What follows belongs to an exercise in optimizing a design on an open flow for small area, a short achievable clock period and few clock cycles; a production flow would make more cautious choices. The RTL was checked by simulation tests, not by an equivalence proof against the original design. Power is estimated from default activity; no workload was simulated.

## flow/design.v (module list and top-level ports; edited modules follow where they fit)
// module csa_level: 49 lines
// module param_wallace_multiplier: 3570 lines
module param_wallace_multiplier
#(
    parameter int WIDTH = 32
) (
    input  logic                 clk,
    input  logic                 rst,
    input  logic [WIDTH-1:0]     a,
    input  logic [WIDTH-1:0]     b,
    input  logic                 signed_mode,
    input  logic                 in_valid,
    output logic                 in_ready,
    output logic [2*WIDTH-1:0]   product,
    output logic                 out_valid,
    input  logic                 out_ready
);
  // ...
==> flow/flow/run.sh <==
#!/bin/bash
# Own layout flow: the standard ORFS flow, with Yosys's generic "abc -fast"
# inside "synth" skipped (SYNTH_ARGS=-noabc). That pass re-maps the
# XOR3/majority full-adder logic before ORFS's extract_fa, which then finds the
# adders in inverted form and leaves an inverter on most adder-to-adder nets.
# Everything else (registers, their names, the final ABC mapping, floorplan,
# placement, CTS, routing) is the standard flow.
set -euo pipefail
bash standard.sh SYNTH_ARGS=-noabc finish > standard_flow.log 2>&1
==> flow/standard.sh <==
#!/bin/bash
# synth_recipe.tcl (not shown) runs the flow's synth.tcl, then flattens the netlist and writes it again
# the make line also repeats each setting of config.mk as NAME=value (left out here)
make -C /OpenROAD-flow-scripts/flow DESIGN_CONFIG=/design/flow/config.mk WORK_HOME=/design/flow/orfs CLKGATE_MAP_FILE= SYNTH_SCRIPT=/design/flow/synth_recipe.tcl "${@:-finish}"
==> flow/config.mk <==
export PLATFORM = sky130hd
export DESIGN_NAME = param_wallace_multiplier
export DESIGN_NICKNAME = param_wallace_multiplier
export VERILOG_FILES = /design/flow/design.v
export SDC_FILE = /design/flow/constraint.sdc
export NUM_CORES = 4
export LEC_CHECK = 0
export ABC_CLOCK_PERIOD_IN_PS = 5000
export CAP_MARGIN = 20
export CORE_MARGIN = 2
export CORE_UTILIZATION = 40
export SETUP_SLACK_MARGIN = 3.5
export SLEW_MARGIN = 20
==> flow/constraint.sdc <==
create_clock -name core_clock -period 10.0 [get_ports {clk}]
set_input_delay 2.0000 -clock core_clock [delete_from_list [all_inputs] [get_ports {clk}]]
set_output_delay 2.0000 -clock core_clock [all_outputs]
set_load 0.01 [all_outputs]
==> results.cfg, run 1 <==
[detailed_routing]
met3WireLength_mm = 9.62
routedWlPerCell_um = 27.1
highest_layer = met4
drtPass1Iterations = 5
met2_length_mm = 48.8
drc = 0

[timing]
fin_crit_sh = 0.644
final_hold_viol_count = 0
clock_skew_ns = 0.00869
worst_slew_pin_slew_ns = 1.19

[die]
row_count = 98
io_pins = 135

[clocking]
cts_resized = 82
clkTransAtPathRegs_ns = 0.06

[worst_setup_path]
cp.arrival_ns = 6.68
r2r_cells = 3
reg2reg_from = v_q$_SDFFE_PP0N_
setup.worst_path.end = r_q[83]$_DFFE_PN_
path_depth = 13
worstPathCellList = clkdlybuf4s50_1, ha_1, nand2b_4, clkinv_8, xnor2_2, o22ai_1, fa_1, fa_1, fa_1, fa_1, fa_1, fa_1, ha_1

[status]
outcome = finished clean

[synth]
synthAdderAreaFrac = 0.384
synth_edf_count = 132

[finish]
fillers = 6699
flops_and_latches = 133
n_antenna_cell = 1
final_nets = 3605

[pwr]
seq_power_share = 0.133
powerSeq_uw = 1670
clkPwrFrac = 0.055

[min_path]
holdPathStages = 1
hp-start = v_q$_SDFFE_PP0N_

[place]
port_buffers = 134
gp_congestion = 0.991

[global_routing]
grt.met2_usage = 0.456
Testbench counts, summed over its fixed seeds: cycles 2,408.
==> inputs of run 2 (changes only) <==
--- a/flow/config.mk
+++ b/flow/config.mk
@@ -5,9 +5,10 @@
 export SDC_FILE = /design/flow/constraint.sdc
 export NUM_CORES = 4
 export LEC_CHECK = 0
+export ABC_AREA = 1
 export ABC_CLOCK_PERIOD_IN_PS = 5000
 export CAP_MARGIN = 20
 export CORE_MARGIN = 2
 export CORE_UTILIZATION = 40
-export SETUP_SLACK_MARGIN = 3.5
+export SETUP_SLACK_MARGIN = 4.0
 export SLEW_MARGIN = 20
==> run 2 against run 1 <==
Against the previous run:
- sequential share of layout area down 1.6 points
- sequential power about the same
- sequential cell count is the same
- wire length up 15%
- via count grew 15%
- critical path depth rose by 1
- power grew 13%
- cell count increased by 25%
- cell area increased by 15%
- worst hold slack worse by 0.21 ns
- die area rose by 6.6%
- critical path type unchanged
==> results.cfg, run 2 <==
[synth]
synth_area_leaders = fa_1 (30%), xor2_1 (13%), edfxtp_1 (13%)
syn_area_um2 = 30700
synth_nets = 4333
synth.largest_area_cell = fa_1
ys_ff_latch = 133
synth-main-ff-cell = edfxtp_1
synth_most_common_cell = nand2_1
ys_seq_area_frac = 0.130
synth_top_area_share = 0.302
synth.avg_cell_area_um2 = 8.40
yosys_warnings = 1
async_flop_share = 0
synth_common_cells = nand2_1 (692), inv_1 (499), xor2_1 (468)
netlist-cell-type-count = 34
synth_edf_count = 132
synth_cells = 3658

[die]
die_w_um = 281
die_h_um = 281
die_area_um2 = 79100
io_pins = 135
row_count = 101
initial_core_util = 0.405
design.core.area_um2 = 75900

[finish]
drive_gt1_frac = 0.179
reg_top3 = r_q (132), v_q (1)
top_register = r_q
register_area_um2 = 3980
multi_input_area_um2 = 25900
fillers = 6991
final_area_um2 = 38200
largest_register_ffs = 132
final_nets = 4514
final_common_cell = nand2_1
mostFrequentLayoutCells = nand2_1 (683), inv_1 (470), o22ai_1 (414), xor2_1 (363), fa_1 (359)
fin_util = 0.503
syn_to_final_growth_pct = 24.3

[timing]
worst_slew_pin_slew_ns = 0.974
rsz0062_at_grt = yes
setup_tns_ns = 0
finalSetupViolCount = 0
fin_crit_sh = 0.608
relSlewSlack = 0.351
fmax_ghz = 0.164
clock_skew_ns = 0.0117
post-route-min-period_ns = 6.08
slew_violations = 0
final_hold_viol_count = 0

[clocking]
htreeDepth = 4
cts_root_buffer = clkbuf_16
cts-buffers-inserted = 17
clockBufferDepth = 2
clk_latency_ns = 0.43
cts_sinks = 133
cts_tree = done
clkTransAtPathRegs_ns = 0.06
hold_buffers = 0

[worst_setup_path]
cp_max_fo = 8
end_kind = register
cp.arrival_ns = 6.25
critical-path-slowest-cell = fa_1
slowest_delay_ns = 0.44
path_common_cell = fa_2
critPathBufInv = 3
critPathKind = in -> reg
worst_setup_path_start_kind = input port
worstPathCellList = dlygate4sd2_1, ha_4, nor2_4, buf_12, buf_12, xor2_1, o22ai_1, fa_2, fa_1, fa_2, fa_2, fa_2, fa_1, ha_1
required_ns = 10.17
critical-path-top-delay-family = adder cells

[place]
port_buffers = 134
dpl-instance-area_um2 = 33000
dpl.hpwl_mm = 87.8
gp_congestion = 0.962

[detailed_routing]
drtAntennaViolNets = 0
viasPerCell = 5.74
dr_total_vias = 28000
routedWlPerCell_um = 24.8
drtIter0Drc = 3189
drt-total-wl_mm = 121
drtPass1Iterations = 6
drc = 0

[pwr]
power_density_nw_per_um2 = 373
vdd_ir_drop_max_uv = 267
p_leak_uw = 0.0171

[global_routing]
grt_max_degree = 61
grt_pass1_vias = 28000
grtUsageTotal = 0.302
grt_pass1_wl_mm = 177
gr-total-overflow = 0
antenna_found_initial = 6

[run]
max-cap-violations = 0

[status]
outcome = finished clean

[min_path]
min_path_type = reg -> reg
[run 2: cell count changes after synthesis, moves of 29 or more]
cell,before,now
nor2b_1,32,0
inv_2,1,31
inv_1,101,499
a21o_1,44,0
nand2_1,95,692
xnor2_1,526,69
buf_1,71,7
nand3_1,15,73
o22ai_1,437,466
mux2i_1,29,0
clkbuf_1,192,100
buf_2,4,72
xor2_1,60,468
[run 2: kinds of logic after synthesis]
kind of cell / count (synthesis) / synth area share
simple gates: 960 / 0.130
buf+inv: 726 / 0.0937
compound gates: 696 / 0.133
fa+ha+maj: 606 / 0.360
xor+xnor: 537 / 0.153
flops: 133 / 0.130
[run 2: worst paths after layout]
check              startpoint                end  slack [ns]  cells past startpoint
max                     b[20]  r_q[79]$_DFFE_PN_        3.92                     14
min          v_q$_SDFFE_PP0N_   v_q$_SDFFE_PP0N_        0.83                      2
max reg2reg  v_q$_SDFFE_PP0N_  r_q[80]$_DFFE_PN_        8.33                      2
min reg2reg  v_q$_SDFFE_PP0N_   v_q$_SDFFE_PP0N_        0.83                      2
[run 2: per-stage QoR]
step           power [uW]  instances  hold WS (ns)  setup slack (ns)
4_1_cts             13800       4843         0.860              3.94
5_1_grt             15400       4882         0.893              3.85
2_1_floorplan        8230       3658          2.07              3.93
3_3_place_gp        12600       4675         0.831              2.57
3_5_place_dp        12800       4675         0.850              2.54
6_report            14200       4883         0.833              3.92
[run 2: cell type report]
class / instances / share of cell area
Tap cell: 1030 / 0.0338
Clock buffer: 18 / 0.0112
Inverter: 530 / 0.0640
Timing Repair Buffer: 343 / 0.103
Timing Repair inverter: 6 / 0.00121
Multi-Input combinational cell: 2808 / 0.679
Sequential cell: 133 / 0.104
Antenna cell: 1 / 0.0000655
Clock inverter: 14 / 0.00433
[run 2: timing repair]
item                       4_1_cts  5_1_grt
pin swaps                       55       42
setup endpoints to repair       89       47
resized for setup              430      222
hold endpoints to repair         0        0
setup buffers                  110       33
cloned                          26        6
[run 2: worst register-to-register path, stage by stage, from the launching register on]
cell and delay [ns]:
dfxtp_1 0.36, nand2_8 0.32, buf_4 0.60
[run 2: routing by layer]
metal | share of wire | track usage | vias up
met3 | 0.12 | 0.0880 | 397
met4 | 0.064 | 0.153 | 10
met2 | 0.44 | 0.468 | 1798
li1 | - | - | 12300
met1 | 0.38 | 0.384 | 13600
met5 | 0.00050 | 0 | -
[run 2: where the power goes]
part | internal (uW) | total, uW | switching, uW
Clock | 374 | 633 | 259
Combinational | 5040 | 11900 | 6900
Sequential | 1530 | 1650 | 121
==> inputs of run 3 (changes only) <==
--- a/flow/config.mk
+++ b/flow/config.mk
@@ -5,10 +5,9 @@
 export SDC_FILE = /design/flow/constraint.sdc
 export NUM_CORES = 4
 export LEC_CHECK = 0
-export ABC_AREA = 1
 export ABC_CLOCK_PERIOD_IN_PS = 5000
 export CAP_MARGIN = 20
 export CORE_MARGIN = 2
-export CORE_UTILIZATION = 40
+export CORE_UTILIZATION = 55
 export SETUP_SLACK_MARGIN = 4.0
 export SLEW_MARGIN = 20
==> run 3 against run 2 <==
Against the previous run:
- register-to-register slack lost 0.58 ns
- cell count is 23% lower
- count of clock-buffer cells in the layout down 1
- highest routed layer unchanged
==> results.cfg, run 3 <==
[synth]
synth_nets = 3557
ys_ff_latch = 133
synth.largest_area_cell = fa_1
synth_common_cells = xnor2_1 (526), fa_1 (464), o22ai_1 (437)
synth_area_leaders = fa_1 (32%), xnor2_1 (16%), edfxtp_1 (14%)
yosys_warnings = 1
async_flop_share = 0
synth_edf_count = 132
synth_top_area_share = 0.323
netlist-cell-type-count = 72
synth_most_common_cell = xnor2_1
synth-main-ff-cell = edfxtp_1
synth.avg_cell_area_um2 = 9.99
syn_area_um2 = 28800
synth_cells = 2882
ys_seq_area_frac = 0.138

[pwr]
switching_share = 0.481
switchingPower_uw = 6370
power_density_nw_per_um2 = 371
p_leak_uw = 0.0138
intPower_uw = 6870
seq_power_share = 0.129
clkPwrFrac = 0.049
power_uw = 13200
power_frac_comb = 0.822
vdd_ir_drop_max_uv = 219

[global_routing]
gr-total-overflow = 0
grt_max_degree = 57
grt_pass1_wl_mm = 158
grtUsageTotal = 0.396
antenna_found_initial = 1
grt_pass1_vias = 25400

[timing]
final_hold_viol_count = 0
relSlewSlack = 0.282
fmax_ghz = 0.163
post-route-min-period_ns = 6.15
setup_tns_ns = 0
slew_violations = 0
rsz0062_at_grt = yes
finalSetupViolCount = 0
fin_crit_sh = 0.615
worst_slack_ns = 3.85
clock_skew_ns = 0.0124
worst_slew_pin_slew_ns = 1.07

[place]
dpl.hpwl_mm = 76.6
dp_slack_ns = 2.17
gp_congestion = 0.933
port_buffers = 134
dpl-instance-area_um2 = 30700
placed_cells = 3500

[detailed_routing]
met3WireLength_mm = 13.3
drtAntennaViolNets = 0
routedWlPerCell_um = 29.4
highest_layer = met5
drtPass1Iterations = 6
wl_met1_mm = 43.2
drc = 0
drt-total-wl_mm = 110
dr_total_vias = 25700
viasPerCell = 6.86
met2_length_mm = 47.7
drtIter0Drc = 3206

[min_path]
min_to = r_q[77]$_DFFE_PN_
min_path_type = reg -> reg
holdPathStages = 2
hp-start = v_q$_SDFFE_PP0N_

[clocking]
cts_sinks = 133
htreeDepth = 4
clk_latency_ns = 0.50
cts_root_buffer = clkbuf_16
clkTransAtPathRegs_ns = 0.07
cts_tree = done
cts-buffers-inserted = 17
hold_buffers = 0
clockBufferDepth = 2

[die]
die_w_um = 233
die_h_um = 233
design.core.area_um2 = 51500
row_count = 83
die_area_um2 = 54200
io_pins = 135
initial_core_util = 0.559

[worst_setup_path]
rrSetupSlack_ns = 7.75
timing.rr.end = r_q[118]$_DFFE_PN_
r2r_cells = 3
reg2reg_from = v_q$_SDFFE_PP0N_
cp_max_fo = 19
cp.arrival_ns = 6.39
end_kind = register
worst_setup_path_start_kind = input port
critPathKind = in -> reg
required_ns = 10.24

[finish]
final_common_cell = xnor2_1
reg_top3 = r_q (132), v_q (1)
final_cells = 3740
top_register = r_q
mostFrequentLayoutCells = xnor2_1 (453), o22ai_1 (385), fa_1 (371), buf_4 (170), edfxtp_1 (132)
final_area_um2 = 35700
final_nets = 3722
largest_register_ffs = 132
drive_gt1_frac = 0.227
n_antenna_cell = 0
syn_to_final_growth_pct = 24.0

[run]
max-cap-violations = 0

[status]
outcome = finished clean
-- run 3: area by class of cell --
class	count	area, um2
Multi-Input combinational cell	2381	25500
Fill cell	3889	15800
Timing Repair Buffer	403	4250
Sequential cell	133	3980
Tap cell	680	851
Inverter	105	492
Clock buffer	17	425
Clock inverter	15	145
Timing Repair inverter	6	70.1
-- run 3: through the flow --
stage	utilization	hold WS, ns
3_3_place_gp	0.597	1.13
6_report	0.693	1.16
2_1_floorplan	-	2.07
5_1_grt	0.693	1.18
3_5_place_dp	0.597	1.13
4_1_cts	0.656	1.15
-- run 3: cell families (layout without fill, tap and decap cells) --
logic type | count (synthesis) | after routing | share of synthesized area
AOI/OAI and AO/OA | 839 | 840 | 0.190
adders and majority gates | 606 | 606 | 0.384
xor gates and xnor gates | 586 | 586 | 0.178
buffers and inverters | 374 | 546 | 0.0490
and+or+nand+nor | 315 | 320 | 0.0498
DFF | 133 | 133 | 0.138
muxes | 29 | 29 | 0.0101
-- run 3: layer usage --
| layer | up-vias | track usage |
|---|---|---|
| met5 | - | 0 |
| met4 | 2 | 0.172 |
| met3 | 361 | 0.110 |
| met2 | 1853 | 0.584 |
| met1 | 12800 | 0.546 |
| li1 | 10600 | - |
-- run 3: how the worst max path moves through the flow --
stage | cells past startpoint | slack (ns) | from | to
4_1_cts | 13 | 3.91 | b[10] | r_q[83]$_DFFE_PN_
3_5_place_dp | 13 | 2.17 | b[25] | r_q[83]$_DFFE_PN_
5_1_grt | 13 | 3.80 | b[30] | r_q[83]$_DFFE_PN_
6_report | 13 | 3.85 | b[30] | r_q[83]$_DFFE_PN_
3_3_place_gp | 13 | 2.25 | b[25] | r_q[83]$_DFFE_PN_
2_1_floorplan | 16 | 3.73 | signed_mode | r_q[83]$_DFFE_PN_
-- run 3: power by group through the flow --
stage	Clock (uW)	Sequential, uW	Combinational [uW]
6_report	647	1710	10900
5_1_grt	674	1720	11900
4_1_cts	658	1700	10400
3_5_place_dp	0	1690	10100
3_3_place_gp	0	1690	9910
2_1_floorplan	0	1600	6450
-- run 3: timing repair --
item | 4_1_cts | 5_1_grt
buffers inserted | 98 | 89
endpoints found under the setup margin | 131 | 65
pin swaps | 47 | 59
gates resized for setup | 319 | 268
cloned | 14 | 6
-- run 3: critical path, stage by stage --
cell and delay [ns]:
clkdlybuf4s50_1 0.51, ha_4 0.21, nor2_4 0.14, buf_12 0.20
xnor2_1 0.12, o22ai_1 0.33, fa_1 0.53, fa_2 0.38
fa_2 0.34, fa_2 0.34, fa_2 0.54, fa_1 0.43
ha_2 0.30
==> inputs of run 4 (changes only) <==
--- a/flow/config.mk
+++ b/flow/config.mk
@@ -5,9 +5,9 @@
 export SDC_FILE = /design/flow/constraint.sdc
 export NUM_CORES = 4
 export LEC_CHECK = 0
-export ABC_CLOCK_PERIOD_IN_PS = 5000
+export ABC_CLOCK_PERIOD_IN_PS = 2500
 export CAP_MARGIN = 20
 export CORE_MARGIN = 2
-export CORE_UTILIZATION = 55
+export CORE_UTILIZATION = 40
 export SETUP_SLACK_MARGIN = 4.0
 export SLEW_MARGIN = 20
==> run 4 against run 3 <==
Against the previous run:
- core utilization decreased by 20 points
- still clean on timing, DRC and antenna
- cell count increased by 5.9%
- sequential power decreased by 2%
- setup slack improved by 0.21 ns
- combinational power decreased by 5%
- highest routed layer unchanged
==> results.cfg, run 4 <==
[synth]
synthAdderAreaFrac = 0.384
synth-main-ff-cell = edfxtp_1
synth_common_cells = xnor2_1 (526), fa_1 (464), o22ai_1 (437)
synth.largest_area_cell = fa_1
netlist-cell-type-count = 72
synth.avg_cell_area_um2 = 9.99
synth_cells = 2882
ys_ff_latch = 133
synth_compound_area_frac = 0.190
async_flop_share = 0
ys_seq_area_frac = 0.138
yosys_warnings = 1
synth_simple_gate_area_frac = 0.0498
syn_area_um2 = 28800
synth_most_common_cell = xnor2_1
synthMuxAreaShare = 0.0101
synth-xor-area-share = 0.178
synth_top_family_by_area = adder cells
synth_nets = 3557
synth_area_leaders = fa_1 (32%), xnor2_1 (16%), edfxtp_1 (14%)
synth_edf_count = 132
synth_top_area_share = 0.323

[detailed_routing]
viasPerCell = 6.22
drtAntennaViolNets = 0
drtIter0Drc = 2639
drt-total-wl_mm = 105
drtPass1Iterations = 6
dr_total_vias = 24600
drc = 0
routedWlPerCell_um = 26.6

[min_path]
min_path_type = reg -> reg
hp-start = v_q$_SDFFE_PP0N_
holdPathStages = 2
min_to = v_q$_SDFFE_PP0N_

[pwr]
power_uw = 12700
p_leak_uw = 0.0133
power_density_nw_per_um2 = 363
vdd_ir_drop_max_uv = 230

[global_routing]
grtUsageTotal = 0.281
gr-total-overflow = 0
grt_max_degree = 73
antenna_found_initial = 1
grt_pass1_wl_mm = 157
grt_pass1_vias = 25800

[finish]
syn_to_final_growth_pct = 21.5
largest_register_ffs = 132
reg_top3 = r_q (132), v_q (1)
final_common_cell = xnor2_1
fillers = 6477
final_nets = 3670
top_register = r_q
mostFrequentLayoutCells = xnor2_1 (488), o22ai_1 (404), fa_1 (384), edfxtp_1 (132), buf_4 (120)
drive_gt1_frac = 0.192

[die]
initial_core_util = 0.403
io_pins = 135
die_area_um2 = 74100
die_h_um = 272
design.core.area_um2 = 71400
row_count = 98
die_w_um = 272

[run]
max-cap-violations = 0

[clocking]
htreeDepth = 4
hold_buffers = 0
clkTransAtPathRegs_ns = 0.07
cts-buffers-inserted = 17
clk_latency_ns = 0.49
cts_sinks = 133
cts_tree = done
cts_root_buffer = clkbuf_16
clockBufferDepth = 2

[worst_setup_path]
r2r_cells = 2
timing.rr.end = r_q[100]$_DFFE_PN_
end_kind = output port
critPathKind = reg -> out
required_ns = 8.00
rrSetupSlack_ns = 8.22
cp_max_fo = 5
worst_setup_path_start_kind = register
reg2reg_from = v_q$_SDFFE_PP0N_
cp.arrival_ns = 3.94

[timing]
setup_tns_ns = 0
finalSetupViolCount = 0
relSlewSlack = 0.340
worst_slew_pin_slew_ns = 0.990
worst_slack_ns = 4.06
fmax_ghz = 0.168
clock_skew_ns = 0.0109
final_hold_viol_count = 0
post-route-min-period_ns = 5.94
fin_crit_sh = 0.594
rsz0062_at_grt = yes
slew_violations = 0

[status]
outcome = finished clean

[place]
gp_congestion = 0.958
dp_slack_ns = 2.13
port_buffers = 134
dpl.hpwl_mm = 76.3
[run 4: cell types whose count changed in the layout (fill, tap and decap cells not counted), moves of 8 or more]
cell     delta
buf_4      -50
xnor2_2    -23
o22ai_1    +19
fa_2       -13
buf_12      -8
xnor2_4    -12
xnor2_1    +35
fa_1       +13
o22ai_2    -19
[run 4: final cells by class]
type | count | area [um2] | area share
Multi-Input combinational cell | 2383 | 24900 | 0.713
Sequential cell | 133 | 3980 | 0.114
Timing Repair Buffer | 346 | 3740 | 0.107
Tap cell | 950 | 1190 | 0.0340
Inverter | 105 | 480 | 0.0137
Clock buffer | 17 | 425 | 0.0122
Clock inverter | 15 | 131 | 0.00376
Timing Repair inverter | 9 | 91.3 | 0.00261
Antenna cell | 1 | 2.50 | 0.0000715
[run 4: routing by layer]
layer,routed length [um],track usage,part of all wire,vias to the layer above
met5,61,0,0.00058,-
met4,7020,0.164,0.067,2
met3,9920,0.0740,0.094,356
met2,48400,0.451,0.46,1426
met1,40000,0.342,0.38,12300
li1,-,-,-,10500
[run 4: logic make-up (layout without fill, tap and decap cells)]
kind of cell,Yosys count,count (layout)
AOI/OAI and AO/OA,839,840
adders and majority gates,606,606
muxes,29,29
and+or+nand+nor,315,322
DFF,133,133
xor gates and xnor gates,586,586
buffers and inverters,374,492
other,0,1
[run 4: how the worst max path moves through the flow]
stage,slack (ns),to,from
2_1_floorplan,3.73,r_q[83]$_DFFE_PN_,signed_mode
3_3_place_gp,2.22,r_q[83]$_DFFE_PN_,b[25]
3_5_place_dp,2.13,r_q[83]$_DFFE_PN_,b[27]
4_1_cts,3.94,r_q[83]$_DFFE_PN_,b[10]
5_1_grt,3.88,product[61],r_q[112]$_DFFE_PN_
6_report,4.06,product[61],r_q[25]$_DFFE_PN_
[run 4: through the flow]
stage           util  instances  cell area, um2  hold WS, ns
2_1_floorplan      -       2882           29400         2.07
3_3_place_gp   0.435       3768           31100        0.684
3_5_place_dp   0.435       3768           31100        0.715
4_1_cts        0.471       3891           33600        0.722
5_1_grt        0.490       3958           35000        0.730
6_report       0.490       3959           35000        0.678
[run 4: worst max-delay path: stages, from the launching register on]
cell and delay [ns]:
edfxtp_1 0.45, ha_4 0.33, nand3_1 0.13, a211oi_4 0.32, a41oi_2 0.22, a21oi_2 0.26
buf_4 0.17, a31oi_4 0.09, buf_12 0.17, o21ai_2 0.27, a221oi_1 0.12, nand3b_1 0.13
xor2_1 0.20, clkdlybuf4s50_1 0.57
[run 4: what timing repair did]
item / CTS / global route
setup buffers: 70 / 60
gates resized for setup: 299 / 193
cloned: 21 / 7
setup endpoints to repair: 124 / 64
pin swaps: 40 / 38
[run 4: power by group]
group          switching (uW)  internal, uW
Combinational            5610          4780
Clock                     286           341
Sequential                140          1530
==> inputs of run 5 (changes only) <==
--- a/flow/config.mk
+++ b/flow/config.mk
@@ -5,9 +5,10 @@
 export SDC_FILE = /design/flow/constraint.sdc
 export NUM_CORES = 4
 export LEC_CHECK = 0
-export ABC_CLOCK_PERIOD_IN_PS = 2500
+export ABC_CLOCK_PERIOD_IN_PS = 5000
 export CAP_MARGIN = 20
 export CORE_MARGIN = 2
 export CORE_UTILIZATION = 40
+export PLACE_DENSITY = 0.75
 export SETUP_SLACK_MARGIN = 4.0
 export SLEW_MARGIN = 20
==> run 5 against run 4 <==
Against the previous run:
- die area unchanged
- sequential power about the same
- via count up 1.4%
- power up 0.30%
- still clean
- largest cell class unchanged
- global-route usage down 1.5 points
- area after synthesis unchanged
==> results.cfg, run 5 <==
[worst_setup_path]
rrSetupSlack_ns = 8.09
slowest_delay_ns = 0.61
worst_setup_path_start_kind = input port
required_ns = 10.24
reg2reg_from = v_q$_SDFFE_PP0N_
cp.arrival_ns = 6.30
critical-path-slowest-cell = fa_2
critPathKind = in -> reg
setup.worst_path.end = r_q[83]$_DFFE_PN_
cp-startpoint = b[1]
critical-path-top-delay-family = adder cells
timing.rr.end = r_q[103]$_DFFE_PN_
r2r_cells = 3
end_kind = register
path_common_cell = fa_2
path_depth = 14
worstPathCellList = clkdlybuf4s15_2, buf_12, ha_4, nand2b_4, inv_16, xnor2_1, o22ai_1, fa_2, fa_2, fa_2, fa_2, fa_2, fa_1, ha_2
cp_max_fo = 23
critPathBufInv = 3

[synth]
synth_common_cells = xnor2_1 (526), fa_1 (464), o22ai_1 (437)
synth-xor-area-share = 0.178
synth_edf_count = 132
synth-main-ff-cell = edfxtp_1
synth_cells = 2882
synthAdderAreaFrac = 0.384
ys_seq_area_frac = 0.138
synth.avg_cell_area_um2 = 9.99
syn_area_um2 = 28800
synth_nets = 3557
synth_area_leaders = fa_1 (32%), xnor2_1 (16%), edfxtp_1 (14%)
async_flop_share = 0
synthMuxAreaShare = 0.0101
ys_ff_latch = 133
synth.largest_area_cell = fa_1
synth_simple_gate_area_frac = 0.0498
synth_top_family_by_area = adder cells
yosys_warnings = 1
synth_most_common_cell = xnor2_1
netlist-cell-type-count = 72
synth_top_area_share = 0.323
synth_compound_area_frac = 0.190

[clocking]
hold_buffers = 0
cts_tree = done
clockBufferDepth = 2
cts_sinks = 133
htreeDepth = 4
cts-buffers-inserted = 17
clk_latency_ns = 0.48
clkTransAtPathRegs_ns = 0.06
cts_root_buffer = clkbuf_16

[detailed_routing]
viasPerCell = 6.36
routedWlPerCell_um = 25.5
dr_total_vias = 25000
drtIter0Drc = 3505
drtPass1Iterations = 6
drt-total-wl_mm = 100
drtAntennaViolNets = 0
drc = 0

[die]
design.core.area_um2 = 71400
die_h_um = 272
die_area_um2 = 74100
row_count = 98
initial_core_util = 0.403
io_pins = 135
die_w_um = 272

[timing]
fin_crit_sh = 0.606
whs_ns = 0.948
rsz0062_at_grt = yes
clock_skew_ns = 0.0110
post-route-min-period_ns = 6.06
setup_tns_ns = 0
worst_slew_pin_slew_ns = 1.02
relSlewSlack = 0.311
finalSetupViolCount = 0
fmax_ghz = 0.165
slew_violations = 0
final_hold_viol_count = 0

[finish]
final_nets = 3640
largest_register_ffs = 132
reg_top3 = r_q (132), v_q (1)
top_register = r_q
mostFrequentLayoutCells = xnor2_1 (486), o22ai_1 (410), fa_1 (371), edfxtp_1 (132), ha_1 (114)
drive_gt1_frac = 0.179
final_area_um2 = 34500
syn_to_final_growth_pct = 19.7
final_common_cell = xnor2_1
fin_util = 0.483
final_cells = 3929

[pwr]
vdd_ir_drop_max_uv = 230
p_leak_uw = 0.0129
power_density_nw_per_um2 = 369

[status]
outcome = finished clean

[global_routing]
grt.met2_usage = 0.412
antenna_found_initial = 0
grt_pass1_vias = 25400
grt_pass1_wl_mm = 150
grtUsageTotal = 0.266
grt_use_met3 = 0.0758
met1_usage = 0.325
grt_max_degree = 79
gr-total-overflow = 0
grt.busiest_layer = met2

[place]
dpl.hpwl_mm = 71.3
placed_cells = 3767
gp_congestion = 0.976
port_buffers = 134
dpl-instance-area_um2 = 31100

[min_path]
min_path_type = reg -> reg

[run]
max-cap-violations = 0
run 5: cell counts after synthesis:
Identical to the previous run, type by type.
run 5: cell type report:
cell class / count / area [um2]
fill: 6306 / 36900
multi-input combinational: 2386 / 24900
tap: 950 / 1190
timing repair inverter: 15 / 116
clock inverter: 15 / 155
inverter: 105 / 489
antenna: 1 / 2.50
clock buffer: 17 / 425
sequential: 133 / 3980
timing repair buffer: 307 / 3200
run 5: logic make-up (layout without fill, tap and decap cells):
logic type,after synthesis,count (layout)
AOI/OAI and AO/OA,839,839
xor gates and xnor gates,586,586
adders and majority gates,606,606
buffers and inverters,374,459
DFF,133,133
muxes,29,29
other,0,1
and+or+nand+nor,315,326
run 5: metrics by stage:
| stage | worst slack, ns | total power (uW) |
|---|---|---|
| 6_report | 3.94 | 12700 |
| 5_1_grt | 3.85 | 13900 |
| 4_1_cts | 3.86 | 12600 |
| 3_5_place_dp | 2.22 | 11700 |
| 3_3_place_gp | 2.29 | 11400 |
| 2_1_floorplan | 3.73 | 8040 |
run 5: worst min-delay path by stage:
stage                          start                 to  slack, ns  cells after the start
finish              v_q$_SDFFE_PP0N_  r_q[46]$_DFFE_PN_       0.95                      1
global route        v_q$_SDFFE_PP0N_  r_q[46]$_DFFE_PN_       1.01                      1
CTS                 v_q$_SDFFE_PP0N_  r_q[46]$_DFFE_PN_       0.98                      1
detailed placement  v_q$_SDFFE_PP0N_  r_q[46]$_DFFE_PN_       0.96                      1
global placement    v_q$_SDFFE_PP0N_  r_q[46]$_DFFE_PN_       0.95                      1
floorplan                        rst   v_q$_SDFFE_PP0N_       2.07                      1
run 5: layer usage:
| metal | vias to the layer above | wire, um |
|---|---|---|
| met1 | 12200 | 35900 |
| met2 | 1873 | 45000 |
| met4 | 0 | 7350 |
| met5 | - | 0 |
| li1 | 10400 | - |
| met3 | 488 | 12000 |
run 5: power by group:
part / internal [uW] / switching [uW] / leakage (uW)
logic: 4790 / 5650 / 0.0112
clock network: 366 / 272 / 0.000283
registers: 1530 / 118 / 0.00142
total: 6680 / 6040 / 0.0129
run 5: timing repair:
| action | in CTS | in global routing |
|---|---|---|
| gates cloned | 28 | 3 |
| resized for setup | 243 | 192 |
| pin swaps | 34 | 40 |
| endpoints found under the setup margin | 124 | 55 |
| setup buffers | 61 | 36 |
==> inputs of run 6 (changes only) <==
--- a/flow/config.mk
+++ b/flow/config.mk
@@ -9,6 +9,5 @@
 export CAP_MARGIN = 20
 export CORE_MARGIN = 2
 export CORE_UTILIZATION = 40
-export PLACE_DENSITY = 0.75
 export SETUP_SLACK_MARGIN = 4.0
 export SLEW_MARGIN = 20
==> run 6 against run 5 <==
Against the previous run:
- first-iteration DRC count down 25%
- still clean
- critical endpoint is now product[61]
- cell area grew 1.5%
- largest cell class unchanged
- wire length is 5.2% higher
==> results.cfg, run 6 <==
[synth]
synthMuxAreaShare = 0.0101
async_flop_share = 0
synth_nets = 3557
synth_top_area_share = 0.323
synth.largest_area_cell = fa_1
synth_common_cells = xnor2_1 (526), fa_1 (464), o22ai_1 (437)
synthAdderAreaFrac = 0.384
synth_most_common_cell = xnor2_1
synth_cells = 2882
synth_top_family_by_area = adder cells
synth_simple_gate_area_frac = 0.0498
netlist-cell-type-count = 72
synth.avg_cell_area_um2 = 9.99
yosys_warnings = 1
synth_area_leaders = fa_1 (32%), xnor2_1 (16%), edfxtp_1 (14%)
synth-xor-area-share = 0.178
synth_edf_count = 132
synth_compound_area_frac = 0.190
synth-main-ff-cell = edfxtp_1
ys_ff_latch = 133
ys_seq_area_frac = 0.138
syn_area_um2 = 28800

[finish]
final_common_cell = xnor2_1
mostFrequentLayoutCells = xnor2_1 (488), o22ai_1 (404), fa_1 (384), edfxtp_1 (132), buf_4 (120)
top_register = r_q
largest_register_ffs = 132
drive_gt1_frac = 0.192
final_nets = 3670
reg_top3 = r_q (132), v_q (1)
final_area_um2 = 35000
syn_to_final_growth_pct = 21.5

[global_routing]
gr-total-overflow = 0
grt_pass1_vias = 25800
grt_pass1_wl_mm = 157
grtUsageTotal = 0.281
grt_use_met3 = 0.0740
grt.met2_usage = 0.451
antenna_found_initial = 1
met1_usage = 0.342
grt_max_degree = 73
grt.busiest_layer = met2

[die]
io_pins = 135
die_w_um = 272
design.core.area_um2 = 71400
die_area_um2 = 74100
row_count = 98
initial_core_util = 0.403
die_h_um = 272

[clocking]
cts_root_buffer = clkbuf_16
hold_buffers = 0
clockBufferDepth = 2
cts-buffers-inserted = 17
clkTransAtPathRegs_ns = 0.07
cts_sinks = 133
htreeDepth = 4
cts_tree = done
clk_latency_ns = 0.49

[timing]
clock_skew_ns = 0.0109
slew_violations = 0
post-route-min-period_ns = 5.94
rsz0062_at_grt = yes
fin_crit_sh = 0.594
relSlewSlack = 0.340
fmax_ghz = 0.168
finalSetupViolCount = 0
worst_slew_pin_slew_ns = 0.990
final_hold_viol_count = 0
setup_tns_ns = 0

[detailed_routing]
drtPass1Iterations = 6
drtAntennaViolNets = 0
viasPerCell = 6.22
drt-total-wl_mm = 105
routedWlPerCell_um = 26.6
drtIter0Drc = 2639
drc = 0
dr_total_vias = 24600

[status]
outcome = finished clean

[pwr]
p_leak_uw = 0.0133
vdd_ir_drop_max_uv = 230
power_density_nw_per_um2 = 363

[place]
gp_congestion = 0.958
port_buffers = 134
dpl-instance-area_um2 = 31100
dpl.hpwl_mm = 76.3

[worst_setup_path]
critPathKind = reg -> out
critical-path-top-delay-family = compound AO/OA/AOI/OAI gates
worst_setup_path_start_kind = register
slowest_delay_ns = 0.57
cp.arrival_ns = 3.94
worstPathCellList = ha_4, nand3_1, a211oi_4, a41oi_2, a21oi_2, buf_4, a31oi_4, buf_12, o21ai_2, a221oi_1, nand3b_1, xor2_1, clkdlybuf4s50_1
critPathBufInv = 3
end_kind = output port
critical-path-slowest-cell = clkdlybuf4s50_1
cp_max_fo = 5
required_ns = 8.00

[min_path]
min_path_type = reg -> reg

[run]
max-cap-violations = 0
==> run 6: path summary, 6_finish.rpt <==
check / start / to / slack (ns) / cells after the start
worst min register to register: v_q$_SDFFE_PP0N_ / v_q$_SDFFE_PP0N_ / 0.68 / 2
worst min-delay path: v_q$_SDFFE_PP0N_ / v_q$_SDFFE_PP0N_ / 0.68 / 2
worst max register to register: v_q$_SDFFE_PP0N_ / r_q[100]$_DFFE_PN_ / 8.22 / 2
worst max-delay path: r_q[25]$_DFFE_PN_ / product[61] / 4.06 / 13
==> run 6: cells by family after synthesis <==
logic type / Yosys count
AOI/OAI and AO/OA: 839
adders and majority gates: 606
xor gates and xnor gates: 586
buffers and inverters: 374
and+or+nand+nor: 315
DFF: 133
muxes: 29
==> run 6: worst min-delay path, cell delays in order (launching register included) <==
cell,delay (ns)
dfxtp_1,0.34
nand2b_4,0.20
a21oi_1,0.10
==> run 6: layout make-up <==
| cell class | instances | area [um2] |
|---|---|---|
| fill | 6477 | 36400 |
| multi-input combinational | 2383 | 24900 |
| sequential | 133 | 3980 |
| timing repair buffer | 346 | 3740 |
| tap | 950 | 1190 |
| inverter | 105 | 480 |
| clock buffer | 17 | 425 |
| clock inverter | 15 | 131 |
| timing repair inverter | 9 | 91.3 |
| antenna | 1 | 2.50 |
==> run 6: what timing repair did <==
| item | 4_1_cts | 5_1_grt |
|---|---|---|
| buffers inserted | 70 | 60 |
| pin swaps | 40 | 38 |
| gates cloned | 21 | 7 |
| setup endpoints to repair | 124 | 64 |
| gates resized for setup | 299 | 193 |
==> run 6: power by group <==
group / internal [uW] / switching, uW
sequential: 1530 / 140
combinational: 4780 / 5610
clock: 341 / 286
==> run 6: metal layers <==
metal / up-vias / wire, um / share of wire
met5: - / 61 / 0.00058
met1: 12300 / 40000 / 0.38
met3: 356 / 9920 / 0.094
met2: 1426 / 48400 / 0.46
met4: 2 / 7020 / 0.067
li1: 10500 / - / -
==> run 6: metrics by stage <==
| step | util | std cells | setup slack (ns) | power, uW | hold slack, ns |
|---|---|---|---|---|---|
| CTS | 0.471 | 3891 | 3.94 | 12600 | 0.722 |
| global route | 0.490 | 3958 | 3.88 | 13900 | 0.730 |
| global placement | 0.435 | 3768 | 2.22 | 11500 | 0.684 |
| finish | 0.490 | 3959 | 4.06 | 12700 | 0.678 |
| floorplan | - | 2882 | 3.73 | 8040 | 2.07 |
| detailed placement | 0.435 | 3768 | 2.13 | 11700 | 0.715 |
==> inputs of run 7 (changes only) <==
--- a/flow/config.mk
+++ b/flow/config.mk
@@ -6,8 +6,8 @@
 export NUM_CORES = 4
 export LEC_CHECK = 0
 export ABC_CLOCK_PERIOD_IN_PS = 5000
-export CAP_MARGIN = 20
+export CAP_MARGIN = 0
 export CORE_MARGIN = 2
 export CORE_UTILIZATION = 40
 export SETUP_SLACK_MARGIN = 4.0
-export SLEW_MARGIN = 20
+export SLEW_MARGIN = 0
==> run 7 against run 6 <==
Against the previous run:
- highest routed layer unchanged
- critical path depth unchanged
- still clean
- sequential share of layout area did not move
- register-to-register slack is essentially flat
==> results.cfg, run 7 <==
[finish]
reg_top3 = r_q (132), v_q (1)
final_cells = 3959
final_area_um2 = 35000
final_nets = 3670
syn_to_final_growth_pct = 21.5
fin_util = 0.490
mostFrequentLayoutCells = xnor2_1 (488), o22ai_1 (404), fa_1 (384), edfxtp_1 (132), buf_4 (120)
drive_gt1_frac = 0.192
top_register = r_q
fillers = 6477
largest_register_ffs = 132
final_common_cell = xnor2_1

[global_routing]
grt.busiest_layer = met2
grt_use_met3 = 0.0740
gr-total-overflow = 0
grtUsageTotal = 0.281
grt.met2_usage = 0.451
met1_usage = 0.342
antenna_found_initial = 1
grt_pass1_wl_mm = 157
grt_pass1_vias = 25800
grt_max_degree = 73

[pwr]
intPower_uw = 6650
power_frac_comb = 0.819
vdd_ir_drop_max_uv = 230
clkPwrFrac = 0.049
switching_share = 0.476
switchingPower_uw = 6040
p_leak_uw = 0.0133
seq_power_share = 0.131
power_density_nw_per_um2 = 363

[die]
design.core.area_um2 = 71400
die_h_um = 272
die_w_um = 272
initial_core_util = 0.403
io_pins = 135
row_count = 98
die_area_um2 = 74100

[clocking]
clk_latency_ns = 0.49
clkTransAtPathRegs_ns = 0.07
cts_root_buffer = clkbuf_16
cts-buffers-inserted = 17
htreeDepth = 4
cts_sinks = 133
cts_tree = done
hold_buffers = 0
clockBufferDepth = 2

[worst_setup_path]
worstPathCellList = ha_4, nand3_1, a211oi_4, a41oi_2, a21oi_2, buf_4, a31oi_4, buf_12, o21ai_2, a221oi_1, nand3b_1, xor2_1, clkdlybuf4s50_1
rrSetupSlack_ns = 8.22
critical-path-slowest-cell = clkdlybuf4s50_1
end_kind = output port
critPathKind = reg -> out
critical-path-top-delay-family = compound AO/OA/AOI/OAI gates
cp_max_fo = 5
worst_setup_path_start_kind = register
required_ns = 8.00
slowest_delay_ns = 0.57
critPathBufInv = 3
cp.arrival_ns = 3.94

[min_path]
min_path_type = reg -> reg

[synth]
synth_nets = 3557
synth_cells = 2882
synth-main-ff-cell = edfxtp_1
yosys_warnings = 1
synth.avg_cell_area_um2 = 9.99
synth_area_leaders = fa_1 (32%), xnor2_1 (16%), edfxtp_1 (14%)
synth_common_cells = xnor2_1 (526), fa_1 (464), o22ai_1 (437)
ys_ff_latch = 133
netlist-cell-type-count = 72
ys_seq_area_frac = 0.138
syn_area_um2 = 28800
synth_most_common_cell = xnor2_1
async_flop_share = 0
synth_edf_count = 132
synth_top_area_share = 0.323
synth.largest_area_cell = fa_1

[timing]
clock_skew_ns = 0.0109
final_hold_viol_count = 0
fmax_ghz = 0.168
relSlewSlack = 0.340
worst_slew_pin_slew_ns = 0.990
setup_tns_ns = 0
post-route-min-period_ns = 5.94
rsz0062_at_grt = yes
finalSetupViolCount = 0
fin_crit_sh = 0.594
whs_ns = 0.678
slew_violations = 0

[detailed_routing]
drtIter0Drc = 2639
viasPerCell = 6.22
dr_total_vias = 24600
drtAntennaViolNets = 0
drc = 0
routedWlPerCell_um = 26.6
drtPass1Iterations = 6
drt-total-wl_mm = 105

[place]
port_buffers = 134
placed_cells = 3768
dpl.hpwl_mm = 76.3
gp_congestion = 0.958
dpl-instance-area_um2 = 31100

[status]
outcome = finished clean

[run]
max-cap-violations = 0
run 7: cell counts in the layout (fill, tap and decap cells not counted):
Identical to the previous run, type by type.
run 7: final timing paths:
check / startpoint / to / cells after the start
worst min-delay path: v_q$_SDFFE_PP0N_ / v_q$_SDFFE_PP0N_ / 2
worst max register to register: v_q$_SDFFE_PP0N_ / r_q[100]$_DFFE_PN_ / 2
worst min register to register: v_q$_SDFFE_PP0N_ / v_q$_SDFFE_PP0N_ / 2
worst max-delay path: r_q[25]$_DFFE_PN_ / product[61] / 13
run 7: cell families (layout without fill, tap and decap cells):
| family | count (synthesis) | in the layout | synth area share |
|---|---|---|---|
| multiplexers | 29 | 29 | 0.0101 |
| AO/OA/AOI/OAI | 839 | 840 | 0.190 |
| adder cells (fa/ha/maj) | 606 | 606 | 0.384 |
| AND/OR/NAND/NOR | 315 | 322 | 0.0498 |
| buffers and inverters | 374 | 492 | 0.0490 |
| XOR/XNOR | 586 | 586 | 0.178 |
| other | 0 | 1 | 0 |
| flip-flops | 133 | 133 | 0.138 |
run 7: through the flow:
stage	setup slack (ns)	power, uW
floorplan	3.73	8040
global placement	2.22	11500
detailed placement	2.13	11700
CTS	3.94	12600
global route	3.88	13900
finish	4.06	12700
run 7: layout make-up:
class	count	area, um2	share of cell area
repair buffers	346	3740	0.107
clock inverters	15	131	0.00376
diodes	1	2.50	0.0000715
inverters	105	480	0.0137
clock buffers	17	425	0.0122
flip-flops and latches	133	3980	0.114
multi-input cells	2383	24900	0.713
well taps	950	1190	0.0340
repair inverters	9	91.3	0.00261
run 7: what timing repair did:
item	CTS	global route
setup endpoints to repair	124	64
cloned	21	7
resized for setup	299	193
buffers inserted	70	60
pin swaps	40	38
run 7: power by group through the flow:
stage	clock network [uW]	registers [uW]	logic, uW
floorplan	0	1600	6450
global placement	0	1660	9840
detailed placement	0	1670	10000
CTS	644	1660	10300
global route	662	1680	11600
finish	627	1670	10400
run 7: worst min-delay path: cells and delay by family (launching register included):
kind,cells,cell delay (ns)
compound gates,1,0.10
flops,1,0.34
simple gates,1,0.20
run 7: routing by layer:
metal  share of wire  up-vias
met5         0.00058        -
met4           0.067        2
met3           0.094      356
met2            0.46     1426
met1            0.38    12300
li1                -    10500
==> inputs of run 8 (changes only) <==
--- a/flow/flow/run.sh
+++ b/flow/flow/run.sh
@@ -6,4 +6,4 @@
 # Everything else (registers, their names, the final ABC mapping, floorplan,
 # placement, CTS, routing) is the standard flow.
 set -euo pipefail
-bash standard.sh SYNTH_ARGS=-noabc finish > standard_flow.log 2>&1
+bash standard.sh SYNTH_ARGS=-noabc SYNTH_OPERATIONS_ARGS=-nordff finish > standard_flow.log 2>&1
--- a/flow/config.mk
+++ b/flow/config.mk
@@ -6,8 +6,8 @@
 export NUM_CORES = 4
 export LEC_CHECK = 0
 export ABC_CLOCK_PERIOD_IN_PS = 5000
-export CAP_MARGIN = 0
+export CAP_MARGIN = 20
 export CORE_MARGIN = 2
 export CORE_UTILIZATION = 40
 export SETUP_SLACK_MARGIN = 4.0
-export SLEW_MARGIN = 0
+export SLEW_MARGIN = 20
==> run 8 against run 7 <==
Against the previous run:
- synthesized cell count fell by 9.4%
- setup slack got worse by 0.28 ns
- core utilization rose by 1.2 points
- wire length fell by 6.1%
- sequential cell count did not move
- combinational power fell by 11%
- cell area fell by 1.9%
- critical path type unchanged
==> results.cfg, run 8 <==
[synth]
synth_most_common_cell = fa_1
ys_seq_area_frac = 0.145
netlist-cell-type-count = 53
synth_edf_count = 132
ys_ff_latch = 133
syn_area_um2 = 27500
async_flop_share = 0
synth_top_area_share = 0.361
synth_cells = 2611
synth.avg_cell_area_um2 = 10.5
synth-main-ff-cell = edfxtp_1
synth.largest_area_cell = fa_1
synth_nets = 3316
synth_common_cells = fa_1 (495), xnor2_1 (478), o22ai_1 (437)
synth_area_leaders = fa_1 (36%), xnor2_1 (15%), edfxtp_1 (14%)
yosys_warnings = 1

[clocking]
clk_latency_ns = 0.52
htreeDepth = 4
cts_root_buffer = clkbuf_16
cts_sinks = 133
clockBufferDepth = 2
cts_tree = done
clkTransAtPathRegs_ns = 0.07
cts-buffers-inserted = 17

[detailed_routing]
drc = 0
routedWlPerCell_um = 26.9
drtAntennaViolNets = 0
viasPerCell = 6.16
drtPass1Iterations = 6
drt-total-wl_mm = 99.0
dr_total_vias = 22700
drtIter0Drc = 2523

[finish]
final_common_cell = xnor2_1
multi_input_area_um2 = 24000
reg_top3 = r_q (132), v_q (1)
drive_gt1_frac = 0.236
syn_to_final_growth_pct = 24.8
final_nets = 3494
final_cells = 3683
fillers = 5965
mostFrequentLayoutCells = xnor2_1 (400), o22ai_1 (398), fa_1 (395), buf_4 (153), edfxtp_1 (132)
largest_register_ffs = 132
register_area_um2 = 3980
top_register = r_q
n_antenna_cell = 0

[timing]
relSlewSlack = 0.354
fmax_ghz = 0.161
worst_slew_pin_slew_ns = 0.969
final_hold_viol_count = 0
fin_crit_sh = 0.622
clock_skew_ns = 0.0136
setup_tns_ns = 0
finalSetupViolCount = 0
post-route-min-period_ns = 6.22
rsz0062_at_grt = yes
slew_violations = 0

[pwr]
p_leak_uw = 0.0133
vdd_ir_drop_max_uv = 248
power_density_nw_per_um2 = 337

[die]
initial_core_util = 0.402
design.core.area_um2 = 68300
die_w_um = 266
die_area_um2 = 70800
row_count = 96
io_pins = 135
die_h_um = 266

[worst_setup_path]
cp_max_fo = 4
end_kind = output port
critPathKind = reg -> out
cp.arrival_ns = 4.22
worst_setup_path_start_kind = register
required_ns = 8.00

[global_routing]
grt_pass1_vias = 23700
gr-total-overflow = 0
grt_pass1_wl_mm = 147
grt_max_degree = 64
antenna_found_initial = 3
grtUsageTotal = 0.279

[run]
max-cap-violations = 0

[place]
placed_cells = 3465
gp_congestion = 0.978
dpl.hpwl_mm = 70.3
port_buffers = 134

[min_path]
min_path_type = reg -> reg

[status]
outcome = finished clean
run 8: stage by stage:
stage | setup slack (ns) | power [uW] | cell area [um2] | hold slack (ns) | utilization
after floorplan | 3.92 | 7230 | 28200 | 2.07 | -
after global placement | 2.26 | 10300 | 29800 | 0.789 | 0.436
after detailed placement | 2.20 | 10500 | 29800 | 0.805 | 0.436
after CTS | 3.76 | 11400 | 32600 | 0.813 | 0.477
after global routing | 3.70 | 12800 | 34300 | 0.818 | 0.502
final | 3.78 | 11600 | 34300 | 0.788 | 0.502
run 8: critical path, cell delays in order, from the launching register on:
cell	delay, ns
edfxtp_1	0.51
fa_2	0.70
ha_4	0.23
and4_4	0.16
nand4_1	0.10
buf_6	0.13
nor2_4	0.04
buf_12	0.13
a221oi_4	0.26
o311a_4	0.28
a31o_4	0.19
a31oi_4	0.10
fa_2	0.38
xnor2_2	0.15
xnor2_1	0.19
buf_2	0.17
run 8: worst paths after layout:
| path | cells after the start | startpoint | slack, ns | endpoint |
|---|---|---|---|---|
| setup / recovery | 15 | r_q[6]$_DFFE_PN_ | 3.78 | product[63] |
| hold / removal | 2 | v_q$_SDFFE_PP0N_ | 0.79 | v_q$_SDFFE_PP0N_ |
| setup reg to reg | 3 | v_q$_SDFFE_PP0N_ | 8.02 | r_q[78]$_DFFE_PN_ |
| hold reg to reg | 2 | v_q$_SDFFE_PP0N_ | 0.79 | v_q$_SDFFE_PP0N_ |
run 8: repair_timing:
| item | CTS | global route |
|---|---|---|
| buffers inserted | 108 | 55 |
| hold buffers | 0 | 0 |
| gates resized for setup | 324 | 279 |
| setup endpoints to repair | 138 | 76 |
| cloned | 17 | 7 |
| pin swaps | 48 | 66 |
run 8: kinds of logic after synthesis:
family | Yosys count | share of synthesized area
AO/OA/AOI/OAI | 687 | 0.158
adder cells (fa/ha/maj) | 636 | 0.425
XOR/XNOR | 593 | 0.189
buffers and inverters | 340 | 0.0470
AND/OR/NAND/NOR | 221 | 0.0360
flip-flops | 133 | 0.145
multiplexers | 1 | 0.000364
run 8: cell type report:
| type | count | share of cell area |
|---|---|---|
| multi-input combinational | 2143 | 0.701 |
| sequential | 133 | 0.116 |
| timing repair buffer | 385 | 0.116 |
| tap | 882 | 0.0322 |
| inverter | 99 | 0.0155 |
| clock buffer | 17 | 0.0124 |
| clock inverter | 14 | 0.00372 |
| timing repair inverter | 10 | 0.00368 |
run 8: power by group:
group	internal (uW)	switching, uW	total [uW]	leakage, uW
clock	341	301	642	0.000264
combinational	4430	4780	9210	0.0116
sequential	1530	186	1720	0.00142
total	6300	5270	11600	0.0133
run 8: per-layer routing:
metal	track usage	vias up	routed length (um)
met5	0	-	41
met4	0.151	6	5200
met3	0.0792	301	10900
met2	0.423	1438	44100
met1	0.363	11400	38700
li1	-	9544	-

port drivers added, routing unchanged:
How much do the figures lean on ideal ports? The routed layouts below were timed once more, with nothing changed but the port constraints.
Step 1 (the two cells are an assumption about what drives the block):
set clk [get_ports {clk}]
set_driving_cell -lib_cell sky130_fd_sc_hd__clkbuf_16 $clk
set_driving_cell -lib_cell sky130_fd_sc_hd__buf_2 [delete_from_list [all_inputs] $clk]
Step 2 moves the port delays by t, midway between the first and last clock arrival at a register: inputs arrive t later, outputs are due t later. That takes back most of the time a late clock gives input paths.
Three values: no drivers, after step 1, after step 2; two values: the first two.
run	shift t [ns]	setup WS [ns]	hold slack, ns	worst data-port slew with drivers (ns)
run 1	0.554	3.562 / 3.552 / 3.033	1.039 / 1.039 / 1.039	0.08
run 2	0.478	3.915 / 3.953 / 3.474	0.833 / 0.833 / 0.833	0.11
run 3	0.557	3.853 / 3.896 / 3.339	1.156 / 1.156 / 1.156	0.07
run 4	0.559	4.059 / 3.992 / 3.546	0.678 / 0.678 / 0.678	0.07
run 5	0.542	3.939 / 3.984 / 3.442	0.948 / 0.948 / 0.948	0.11
run 6	0.559	4.059 / 3.992 / 3.546	0.678 / 0.678 / 0.678	0.07
run 7	0.559	4.059 / 3.992 / 3.546	0.678 / 0.678 / 0.678	0.07
run 8	0.562	3.782 / 3.722 / 3.428	0.788 / 0.788 / 0.788	0.09
After both steps every run listed still meets setup and hold. For run 1, which loses most, drivers alone change the setup slack by -0.010 ns; drivers and shift together by -0.529 ns.
